Context: an optimization exercise on an open-source flow, tuned for small area, a short achievable clock period and few clock cycles per item. The choices shown serve that exercise and are no tape-out recipe. Function was checked by simulation only, so behaviour that the tests miss may differ from the original. Power is estimated from default activity; no workload was simulated.

Setup of violet:
// hierarchical_bitmap_find_first
module hierarchical_bitmap_find_first (
  input  logic        clk,
  input  logic        rst,
  input  logic        req_valid,
  output logic        req_ready,
  input  logic [2:0]  req_op,
  input  logic [11:0] req_index,
  input  logic        req_value,
  output logic        rsp_valid,
  input  logic        rsp_ready,
  output logic        rsp_bit_state,
  output logic [11:0] rsp_first_index,
  output logic        rsp_is_empty
);
make LEC_CHECK=0 CAP_MARGIN=20 CORE_MARGIN=2 CORE_UTILIZATION=45 GPL_TIMING_DRIVEN=1 MIN_ROUTING_LAYER=met2 PLACE_DENSITY=0.6 SETUP_SLACK_MARGIN=5 SLEW_MARGIN=20 SYNTH_MEMORY_MAX_BITS=8192 finish   # period 10.0 ns
run.sh (not shown) runs the stock make flow with config.mk's settings and CLKGATE_MAP_FILE= SYNTH_SCRIPT=/design/flow/synth_recipe.tcl, a recipe that flattens the netlist after the stock synthesis.
global routing: violet exited with error
Testbench counts of violet, summed over its fixed seeds: cycles 24,826, items 24,000.
--- input diff violet..harbor ---
Settings: CELL_PAD_IN_SITES_DETAIL_PLACEMENT now 1, previously not set; CELL_PAD_IN_SITES_GLOBAL_PLACEMENT now 1, previously not set; PLACE_DENSITY now 0.5, was 0.6; CORE_UTILIZATION now 40, was 45; MIN_ROUTING_LAYER no longer set, was met2.
[summary]
FAIL for each of violet and harbor
Re area share of and/or/nand/nor cells after synthesis: no difference whatsoever between violet and harbor.
Comparing total instance count after detailed placement for violet and harbor, the bigger number came from harbor.
The lower die width came out of violet.
Measured against violet, the number of standard-cell rows in the floorplan of harbor comes out at 1.06 times the reference value.
violet → harbor: placed wire-length estimate higher; total cell area at the placement stage increased 0.47%; buffer count from post-CTS setup fixing grew by 17%.
Gate count after technology mapping of harbor is on par with violet.
Compared harbor against violet; worst-case clock buffer depth within noise.
[inputs] fjord vs harbor
Settings: a deleted CELL_PAD_IN_SITES_DETAIL_PLACEMENT that had been 1; a deleted CELL_PAD_IN_SITES_GLOBAL_PLACEMENT that had been 1; a change of CORE_UTILIZATION from 40 to 35; a change of PLACE_DENSITY from 0.5 to 0.45.
Notes after the runs:
The flow for fjord finished, though final verification flagged capacitance limit, slew limit.
Per the comparison of fjord with harbor, required time of the worst setup path rose by 160 ps, relative slew slack stayed essentially flat, logic depth of the worst path, buffers included rose by 1.
Delta(DRC marker count from the first detailed-route iteration, fjord - harbor) < 0

north:
hierarchical_bitmap_find_first, a different RTL version from the one above (not shown whole).
Size: ~13,000 cells after synthesis, ~4,700 flip-flops, about 0.19 mm^2 of cells after synthesis.
make LEC_CHECK=0 CAP_MARGIN=20 CORE_MARGIN=2 CORE_UTILIZATION=30 GPL_TIMING_DRIVEN=1 PLACE_DENSITY=0.4 SETUP_SLACK_MARGIN=2 SLEW_MARGIN=20 SYNTH_MEMORY_MAX_BITS=8192 finish   # period 10.0 ns
Testbench counts of north, summed over its fixed seeds: cycles 107,024, items 24,000.
Input-level comparison between south and north:
# north
export LEC_CHECK = 0
export CAP_MARGIN = 20
export CORE_MARGIN = 2
export CORE_UTILIZATION = 30
export GPL_TIMING_DRIVEN = 1
export PLACE_DENSITY = 0.4
export SETUP_SLACK_MARGIN = 2
export SLEW_MARGIN = 20
export SYNTH_MEMORY_MAX_BITS = 8192
create_clock -name core_clock -period 10.0 [get_ports {clk}]
# south
export LEC_CHECK = 0
export CAP_MARGIN = 20
export CORE_MARGIN = 2
export CORE_UTILIZATION = 30
export GPL_TIMING_DRIVEN = 1
export PLACE_DENSITY = 0.4
export SETUP_SLACK_MARGIN = 4
export SLEW_MARGIN = 20
export SYNTH_MEMORY_MAX_BITS = 8192
create_clock -name core_clock -period 10.0 [get_ports {clk}]
[summary]
north → south: number of stages on the worst setup path shows an increase of 1, detailed-placement wirelength estimate up 6000 um. Between north and south, the flow reports first-pass GRT wire length increasing by a few percent. Diff north -> south | aggregate routed wire length | up by a few percent.
Inputs modified between south and east:
# south
export LEC_CHECK = 0
export CAP_MARGIN = 20
export CORE_MARGIN = 2
export CORE_UTILIZATION = 30
export GPL_TIMING_DRIVEN = 1
export PLACE_DENSITY = 0.4
export SETUP_SLACK_MARGIN = 4
export SLEW_MARGIN = 20
export SYNTH_MEMORY_MAX_BITS = 8192
create_clock -name core_clock -period 10.0 [get_ports {clk}]
# east
export LEC_CHECK = 0
export CAP_MARGIN = 20
export CORE_MARGIN = 2
export CORE_UTILIZATION = 30
export PLACE_DENSITY = 0.4
export SLEW_MARGIN = 20
export SYNTH_MEMORY_MAX_BITS = 8192
create_clock -name core_clock -period 10.0 [get_ports {clk}]
==> notes.md <==
Run comparison: east worst setup path startpoint u_ctrl.state[0]; south worst setup path startpoint u_dp.pos[9]. Combinational cell fraction of total power in east vs south: down 2.3 points. Looking at worst-path cell with the longest stage delay, the sky130_fd_sc_hd__mux4_2 result is from south; the sky130_fd_sc_hd__nor3_1 one comes from east. Summary of east over south: utilization down 0.69 points, worst ir drop on vdd shows a reduction of about 4.4%.

what the ideal ports hide:
In the flow no input, the clock included, has a driving cell. The finished layouts below were timed again as built, in two steps. Step 1 sets driving cells, clkbuf_16 on the clock port and buf_2 on the other inputs (assumed; they add their load-dependent delay and slew). Step 2 moves the port delays by t, midway between the first and last clock arrival at a register: inputs arrive t later, outputs are due t later. That takes back most of the time a late clock gives input paths. Slacks: no drivers / after step 1 / after step 2; pairs: no drivers / after step 1.
run	shift t [ns]	setup slack, ns	worst setup path at the end
harbor	1.292	4.442 / 4.442 / 4.442	register to register
fjord	1.282	4.463 / 4.463 / 4.463	register to register
north	1.196	2.127 / 2.127 / 1.484	input to register
south	1.220	3.866 / 3.866 / 2.896	input to register
east	1.202	1.863 / 1.863 / 0.849	input to register
For east, which loses most, drivers alone change the setup slack by 0.000 ns; drivers and shift together by -1.014 ns.
